Background: an optimization exercise with open tools, aiming at small area, a short achievable clock period and few clock cycles per item. Do not read the settings as production practice. The RTL was checked by simulation tests, not by an equivalence proof against the original design. Power and IR drop assume default switching activity.

==> flow/design.v, too long to show whole: its modules and the start of the top module <==
// module mult_16x16: 2212 lines
module mult_16x16 (
  input  logic        clk,
  input  logic        rst_n,
  input  logic        in_valid,
  output logic        in_ready,
  input  logic [15:0] in_a,
  input  logic [15:0] in_b,
  output logic        out_valid,
  input  logic        out_ready,
  output logic [31:0] out_product
);
  // ...
==> flow/run.sh <==
#!/bin/bash
# synth_recipe.tcl (not shown) runs the flow's synth.tcl, then flattens the netlist and writes it again
# the make line also repeats each setting of config.mk as NAME=value (left out here)
make -C /OpenROAD-flow-scripts/flow DESIGN_CONFIG=/design/flow/config.mk WORK_HOME=/design/flow/orfs CLKGATE_MAP_FILE= SYNTH_SCRIPT=/design/flow/synth_recipe.tcl finish
==> flow/config.mk <==
export PLATFORM = sky130hd
export DESIGN_NAME = mult_16x16
export DESIGN_NICKNAME = mult_16x16
export VERILOG_FILES = /design/flow/design.v
export SDC_FILE = /design/flow/constraint.sdc
export NUM_CORES = 4
export LEC_CHECK = 0
export CAP_MARGIN = 20
export CORE_MARGIN = 2
export CORE_UTILIZATION = 40
export SETUP_SLACK_MARGIN = 1.6
export SLEW_MARGIN = 20
==> flow/constraint.sdc <==
create_clock -name core_clock -period 4.0 [get_ports {clk}]
set_input_delay 0.8000 -clock core_clock [delete_from_list [all_inputs] [get_ports {clk}]]
set_output_delay 0.8000 -clock core_clock [all_outputs]
set_load 0.01 [all_outputs]
==> out/metrics.cfg, run 1 <==
[min_path]
hp-start = h761_q1

[sta]
hold_violations = 0
fin_setup_tns_ns = 0
fin_crit_sh = 0.740
fmax_mhz = 338

[final_layout]
postLayoutCellArea_um2 = 18100
regArea_um2 = 5270
syn_to_final_growth_pct = 32.0
multi_input_area_share = 0.471
fin_nets = 1634
multi_input_gates = 662
clkbuf_count = 17
regMostFlops = v
diodes = 0
final_cell_mix = edfxtp_1 (174), inv_1 (174), fa_2 (107)

[clocking]
clk_path_buf_depth = 2
cts_tree = built
root_buffer = clkbuf_16
hold_buffers = 0

[floorplan]
nWellTaps = 448
die_height_um = 189
die_width_um = 189
rows = 67

[pwr]
swShare = 0.389
power_density_nw_per_um2 = 734

[grt]
grt_use_met1 = 0.255
antenna_found_initial = 0

[placement]
port_buffers = 69
dp_cells = 1663

[synth]
synth_nets = 1473
syn_area_um2 = 13700
synth_largest_area_cell = edfxtp_1

[worst_setup_path]
arrival_ns = 2.16
rr_worst_depth = 9
critical_path.top_delay_family = compound AO/OA/AOI/OAI gates

[route]
routed_wl_mm = 32.6
num_vias = 8437
met3_length_mm = 1.45
highest_layer = met4

[run_status]
outcome = no timing/DRC/antenna violations

Testbench counts, summed over its fixed seeds: cycles 32,016, items 32,000.
==> inputs of run 2 (changes only) <==
--- a/flow/config.mk
+++ b/flow/config.mk
@@ -8,5 +8,5 @@
 export CAP_MARGIN = 20
 export CORE_MARGIN = 2
 export CORE_UTILIZATION = 40
-export SETUP_SLACK_MARGIN = 1.6
+export SETUP_SLACK_MARGIN = 2.0
 export SLEW_MARGIN = 20
==> run 2 against run 1 <==
Net effect:
- still clean
- wire length rose by 9.6%
- largest cell class unchanged
- critical path type unchanged
- first-iteration DRC count fell by 1.3%
- sequential power about the same
- largest power group unchanged
- critical endpoint is now out_product[25]
- global-route usage increased by 1.9 points
==> out/metrics.cfg, run 2 <==
[run_status]
outcome = no timing/DRC/antenna violations  ; unchanged

[synth]
yosys_most_used_dff = edfxtp_1  ; unchanged
synth_nets = 1473  ; unchanged
synthCells = 1166  ; unchanged
yosysMostFrequentCell = inv_1  ; unchanged
async_flop_share = 0  ; unchanged
yosysTopAreaCellShare = 0.381  ; unchanged
postSynthAreaPerCell_um2 = 11.8  ; unchanged
synth_edf_count = 174  ; unchanged
yosys_warnings = 1  ; unchanged
yosysSeqAreaShare = 0.384  ; unchanged
synth_common_cells = inv_1 (263), fa_1 (198), edfxtp_1 (174)  ; unchanged
syn_area_um2 = 13700  ; unchanged
synth_largest_area_cell = edfxtp_1  ; unchanged
ys_seq_elements = 176  ; unchanged
synthTopCellsByArea = edfxtp_1 (38%), fa_1 (29%), inv_1 (7.2%)  ; unchanged
synth_cell_type_count = 40  ; unchanged

[pwr]
vdd_ir_drop_max_mv = 0.434  ; was 0.399 mV
leakage_nw = 8.59  ; was 7.89 nW
p_total_mw = 14.1  ; was 13.3 mW
power_density_nw_per_um2 = 715  ; was 734 nW/um2

[sta]
tightest_slew_ns = 0.589  ; was 0.737 ns
slew_headroom = 0.607  ; was 0.509
fmax_mhz = 344  ; was 338 MHz
setup_viol = 0  ; unchanged
fin_setup_tns_ns = 0  ; unchanged
skew_ns = 0.0110  ; was 0.0123 ns
hold_violations = 0  ; unchanged
slew_viol_final = 0  ; unchanged
min_period_ns = 2.91  ; was 2.96 ns
fin_crit_sh = 0.728  ; was 0.740
rsz0062_at_grt = true  ; unchanged

[final_layout]
diodes = 0  ; unchanged
final_common_cell = edfxtp_1
multi_input_area_um2 = 9030  ; was 8530 um2
syn_to_final_growth_pct = 43.9  ; was 32.0%
drive_gt1_frac = 0.567  ; was 0.456
largest_reg_flops = 2  ; unchanged
fin_nets = 1711  ; was 1634
regArea_um2 = 5270  ; unchanged
final_cell_mix = edfxtp_1 (174), inv_1 (146), fa_2 (134)  ; was edfxtp_1 (174), inv_1 (174), fa_2 (107)
regMostFlops = v  ; unchanged
nFillCells = 2629  ; was 2877

[route]
drtPass1Iterations = 5  ; was 4
wl_per_cell_um = 19.2  ; was 18.2 um
viasPerCell = 4.79  ; was 4.72
routed_wl_mm = 35.7  ; was 32.6 mm
drcViolationCount = 0  ; unchanged
num_vias = 8937  ; was 8437
drt_iter0_drc = 446  ; was 452
final_antenna_net_count = 0  ; unchanged

[placement]
gp_congestion = 0.853  ; was 0.826
dpl.hpwl_mm = 22.3  ; was 21.5 mm
port_buffers = 69  ; unchanged

[job]
cap_violations = 0  ; unchanged

[worst_setup_path]
end_kind = output pin  ; unchanged
cp_max_fo = 4  ; was 3
r2r-end = G818_q2  ; unchanged
worst_setup_path_start_kind = flop  ; unchanged
rr_worst_depth = 9  ; unchanged
reg2reg_slack_ns = 1.21  ; was 1.25 ns
critPathMaxStageDelay_ns = 0.44  ; was 0.51 ns
path_cells = a21o_4 > buf_6 > buf_4 > a2111oi_4 > nor2_1 > xor2_1 > buf_2  ; was a21o_4 > buf_6 > a2111oi_4 > nor2_2 > xor2_1 > buf_2
r2r-start = s557_q1  ; was c536_q1
path_class = reg -> out  ; unchanged
cp.required_ns = 3.20  ; about the same
cp_slowest_cell = edfxtp_1  ; unchanged
arrival_ns = 2.11  ; was 2.16 ns
critical_path.top_delay_family = compound AO/OA/AOI/OAI gates  ; unchanged
crit_buf_inv = 3  ; was 2

[clocking]
clock_sinks = 176  ; unchanged
clk_path_buf_depth = 2  ; unchanged
cts_tree = built  ; unchanged
htree_levels = 4  ; unchanged
cts_buffers = 17  ; unchanged
root_buffer = clkbuf_16  ; unchanged
insertion_delay_ns = 0.45  ; about the same
clk_pin_slew_worst_paths_ns = 0.07  ; about the same

[min_path]
hp-class = reg -> reg  ; unchanged
hold_depth = 0  ; unchanged
hp-start = h677_q1  ; was h761_q1
whs_endpoint = h677_q2  ; was h761_q2

[grt]
antenna_found_initial = 0  ; unchanged
gr-usage-all-layers = 0.211  ; was 0.193
grt_pass1_vias = 10100  ; was 9398
grt_start_max_net_pins = 105  ; unchanged
grt_pass1_wl_mm = 55.8  ; was 51.6 mm
grt.overflow.total = 0  ; unchanged

[floorplan]
core_um2 = 33700  ; unchanged
die_height_um = 189  ; unchanged
die_width_um = 189  ; unchanged
io_pins = 70  ; unchanged
start_util = 0.407  ; unchanged
rows = 67  ; unchanged
die-area_um2 = 35800  ; unchanged

==> run 2: through the flow <==
stage                     instance area, um2  setup WS [ns]  instances   util  hold WS [ns]
after floorplan                        15400           1.22       1166      -         0.400
after global placement                 16100          0.369       1665  0.479         0.401
after detailed placement               16100          0.335       1665  0.479         0.406
after CTS                              19100           1.04       1840  0.568         0.422
after global routing                   19800          0.955       1865  0.586         0.436
final                                  19800           1.09       1865  0.586         0.420
==> run 2: final cells by class <==
cell class,instances,area share
Sequential cell,176,0.267
Clock buffer,19,0.0219
Tap cell,448,0.0284
Timing Repair inverter,1,0.000253
Timing Repair Buffer,283,0.167
Clock inverter,13,0.00824
Inverter,263,0.0504
Multi-Input combinational cell,662,0.457
==> run 2: cells by family after synthesis <==
family / after synthesis / synth area share
buf+inv: 329 / 0.0993
simple gates: 309 / 0.115
fa+ha+maj: 271 / 0.355
flops: 176 / 0.384
compound gates: 54 / 0.0293
xor+xnor: 27 / 0.0172
==> run 2: repair_timing <==
action,4_1_cts,5_1_grt
setup endpoints to repair,260,169
pin swaps,143,126
endpoints found under the hold margin,0,0
buffers inserted,123,25
gates resized for setup,604,111
gates cloned,20,0
hold buffers,0,0
==> run 2: worst max-delay path by stage <==
stage	to	slack, ns	startpoint	depth (start not counted)
floorplan	s431_q1	1.22	in_a[9]	7
global placement	s431_q1	0.37	in_a[13]	6
detailed placement	s537_q1	0.34	in_a[9]	7
CTS	out_product[26]	1.04	G832_q2	7
global route	out_product[25]	0.96	G832_q2	7
finish	out_product[25]	1.09	G832_q2	7
==> run 2: where the power goes <==
group,leakage [nW],switching [mW],internal [mW]
Sequential,1.93,0.335,3.19
Combinational,6.37,4.29,4.57
Clock,0.291,0.749,0.986
==> run 2: routing by layer <==
metal / share of wire / vias to the layer above / GRT usage
li1: - / 4005 / -
met1: 0.42 / 4639 / 0.273
met2: 0.50 / 236 / 0.351
met3: 0.056 / 57 / 0.0502
met4: 0.024 / 0 / 0.0719
met5: 0 / - / 0
==> inputs of run 3 (changes only) <==
--- a/flow/config.mk
+++ b/flow/config.mk
@@ -8,5 +8,5 @@
 export CAP_MARGIN = 20
 export CORE_MARGIN = 2
 export CORE_UTILIZATION = 40
-export SETUP_SLACK_MARGIN = 2.0
+export SETUP_SLACK_MARGIN = 1.2
 export SLEW_MARGIN = 20
==> run 3 against run 2 <==
Net effect:
- sequential power decreased by 1%
- still clean on timing, DRC and antenna
- final area decreased by 18%
- setup slack improved by 0.025 ns
- combinational power decreased by 28%
- clock power decreased by 3%
- critical path type unchanged
- global-route usage decreased by 2.9 points
- fmax increased by 0.87%
- power decreased by 18%
==> out/metrics.cfg, run 3 <==
[synth]
synth_edf_count = 174  ; unchanged
postSynthAreaPerCell_um2 = 11.8  ; unchanged
syn_area_um2 = 13700  ; unchanged
synth_largest_area_cell = edfxtp_1  ; unchanged
synth_xor_area_frac = 0.0172  ; unchanged
muxShareOfSynthArea = 0  ; unchanged
yosysMostFrequentCell = inv_1  ; unchanged
synth-simple-area-share = 0.115  ; unchanged
async_flop_share = 0  ; unchanged
yosysTopAreaCellShare = 0.381  ; unchanged
synth_compound_area_frac = 0.0293  ; unchanged
ys_seq_elements = 176  ; unchanged
synth_cell_type_count = 40  ; unchanged
synth_nets = 1473  ; unchanged
synth_top_family_by_area = adder cells  ; unchanged
synth_common_cells = inv_1 (263), fa_1 (198), edfxtp_1 (174)  ; unchanged
yosysSeqAreaShare = 0.384  ; unchanged
synthTopCellsByArea = edfxtp_1 (38%), fa_1 (29%), inv_1 (7.2%)  ; unchanged
synthCells = 1166  ; unchanged
yosys_warnings = 1  ; unchanged
yosys_most_used_dff = edfxtp_1  ; unchanged
synthAdderAreaFrac = 0.355  ; unchanged

[sta]
fin_hold_ws_ns = 0.421  ; was 0.420 ns
fmax_mhz = 346  ; was 344 MHz
fin_crit_sh = 0.722  ; was 0.728
slew_viol_final = 0  ; unchanged
skew_ns = 0.0137  ; was 0.0110 ns
fin_setup_tns_ns = 0  ; unchanged
setup_viol = 0  ; unchanged
tightest_slew_ns = 0.954  ; was 0.589 ns
rsz0062_at_grt = true  ; unchanged
hold_violations = 0  ; unchanged
slew_headroom = 0.364  ; was 0.607
min_period_ns = 2.89  ; was 2.91 ns

[worst_setup_path]
cp.required_ns = 3.20  ; about the same
arrival_ns = 2.09  ; was 2.11 ns
end_kind = output pin  ; unchanged
cp_max_fo = 4  ; unchanged
path_class = reg -> out  ; unchanged
worst_setup_path_start_kind = flop  ; unchanged

[pwr]
comb_power_share = 0.554  ; was 0.627
power_density_nw_per_um2 = 718  ; was 715 nW/um2
leakage_nw = 7.37  ; was 8.59 nW
power_frac_clock = 0.145  ; was 0.123
switching_power_mw = 4.45  ; was 5.37 mW
p_int_mw = 7.12  ; was 8.75 mW
swShare = 0.385  ; was 0.381
power_frac_seq = 0.301  ; was 0.250
vdd_ir_drop_max_mv = 0.356  ; was 0.434 mV

[final_layout]
drive_gt1_frac = 0.166  ; was 0.567
regMostFlops = v  ; unchanged
largest_reg_flops = 2  ; unchanged
final_common_cell = inv_1  ; was edfxtp_1
final_cell_mix = inv_1 (256), fa_1 (191), edfxtp_1 (174)  ; was edfxtp_1 (174), inv_1 (146), fa_2 (134)
syn_to_final_growth_pct = 17.4  ; was 43.9%
final_core_util = 0.478  ; was 0.586
fin_nets = 1567  ; was 1711

[route]
drtPass1Iterations = 5  ; unchanged
wl_per_cell_um = 17.7  ; was 19.2 um
drt_iter0_drc = 497  ; was 446
num_vias = 8168  ; was 8937
routed_wl_mm = 30.5  ; was 35.7 mm
drcViolationCount = 0  ; unchanged
final_antenna_net_count = 0  ; unchanged
viasPerCell = 4.74  ; was 4.79

[floorplan]
start_util = 0.407  ; unchanged
die_height_um = 189  ; unchanged
core_um2 = 33700  ; unchanged
io_pins = 70  ; unchanged
rows = 67  ; unchanged
die-area_um2 = 35800  ; unchanged
die_width_um = 189  ; unchanged

[run_status]
outcome = no timing/DRC/antenna violations  ; unchanged

[placement]
port_buffers = 69  ; unchanged
gp_congestion = 0.853  ; about the same
dpl.hpwl_mm = 21.4  ; was 22.3 mm

[grt]
grt_pass1_vias = 8827  ; was 10100
grt_start_max_net_pins = 65  ; was 105
gr-usage-all-layers = 0.182  ; was 0.211
grt.overflow.total = 0  ; unchanged
antenna_found_initial = 1  ; was 0
grt_pass1_wl_mm = 48.6  ; was 55.8 mm

[clocking]
hold_buffers = 0  ; unchanged
clock_sinks = 176  ; unchanged
cts_buffers = 17  ; unchanged
cts_tree = built  ; unchanged
clk_pin_slew_worst_paths_ns = 0.07  ; about the same
clk_path_buf_depth = 2  ; unchanged
htree_levels = 4  ; unchanged
root_buffer = clkbuf_16  ; unchanged
insertion_delay_ns = 0.45  ; about the same

[job]
cap_violations = 0  ; unchanged

[min_path]
hp-class = reg -> reg  ; unchanged

[run 3: changes by cell type in the layout (fill, tap and decap cells not counted), sizes merged, moves of 2 or more]
| cell | before | now |
|---|---|---|
| buf | 266 | 91 |
| clkdlybuf4s50 | 2 | 19 |
| clkdlybuf4s15 | 0 | 8 |
| clkbuf | 20 | 26 |
| dlygate4sd2 | 14 | 8 |
| bufbuf | 0 | 2 |
| clkinv | 7 | 9 |
| clkinvlp | 3 | 1 |
| dlymetal6s2s | 0 | 2 |
| inv | 264 | 266 |
[run 3: kinds of logic after synthesis]
family	Yosys count
simple gates	309
compound gates	54
xor+xnor	27
buf+inv	329
flops	176
fa+ha+maj	271
[run 3: worst max-delay path: stages, from the launching register on]
cell and delay, ns:
edfxtp_1 0.43, buf_6 0.17, a21o_4 0.24, a2111oi_4 0.31, nor2_1 0.09, xor2_1 0.21, buf_2 0.18
[run 3: worst paths after layout]
path	from	endpoint	slack [ns]	cells after the start
setup / recovery	G832_q2	out_product[27]	1.11	6
hold / removal	h761_q1	h761_q2	0.42	0
setup reg to reg	s557_q1	G818_q2	1.26	9
hold reg to reg	h761_q1	h761_q2	0.42	0
[run 3: power groups by stage]
stage	Combinational [mW]	Clock, mW	Sequential, mW
final	6.41	1.68	3.48
after global routing	7.35	1.80	3.55
after CTS	6.04	1.73	3.48
after detailed placement	5.53	0	3.51
after global placement	5.38	0	3.49
after floorplan	4.08	0	3.41
[run 3: timing repair]
action                     4_1_cts  5_1_grt
resized for setup              166      108
buffers inserted                20        9
cloned                          10        0
setup endpoints to repair       96       46
pin swaps                       24       39
[run 3: metrics by stage]
stage / total power [mW] / instance area [um2] / cells / setup WS [ns]
floorplan: 7.49 / 13900 / 1166 / 1.20
global placement: 8.87 / 14900 / 1650 / 0.298
detailed placement: 9.03 / 14900 / 1650 / 0.254
CTS: 11.3 / 15900 / 1712 / 0.972
global route: 12.7 / 16100 / 1722 / 1.03
finish: 11.6 / 16100 / 1722 / 1.11
[run 3: final cells by class]
class                           instances  area [um2]
Antenna cell                            1        2.50
Tap cell                              448         561
Inverter                              263         987
Clock inverter                         15         160
Timing Repair Buffer                  140        1210
Sequential cell                       176        5270
Multi-Input combinational cell        662        7500
Fill cell                            3073       17600
Clock buffer                           17         425
[run 3: routing by layer]
metal | global-route usage | routed length (um)
met1 | 0.234 | 12900
met2 | 0.296 | 14600
met3 | 0.0471 | 2070
met4 | 0.0704 | 909
met5 | 0 | 0

## static timing again, ports no longer ideal
The results above use ideal ports. As a check the final layouts listed here were re-extracted and re-timed, cells and wires unchanged. Step 1 sets driving cells, clkbuf_16 on the clock port and buf_2 on the other inputs (assumed; they add their load-dependent delay and slew). Step 2 times the ports against the registers' clock, not the clock port: input delays grow and output delays shrink by t, the midpoint of the rising clock arrivals with the driver on. Slacks: ideal ports / drivers / drivers and shift; pairs: ideal ports / drivers.
run	t (ns)	setup WS [ns]	clock arrival spread, ns
run 1	0.493	1.041 / 0.990 / 0.942	0.017 / 0.017
run 2	0.500	1.089 / 1.033 / 0.903	0.016 / 0.016
run 3	0.495	1.114 / 1.065 / 0.746	0.016 / 0.016
After both steps setup and hold are still met in every run listed. The setup slack of run 3, which loses most, moves by -0.049 ns with the drivers and by -0.368 ns with both steps.
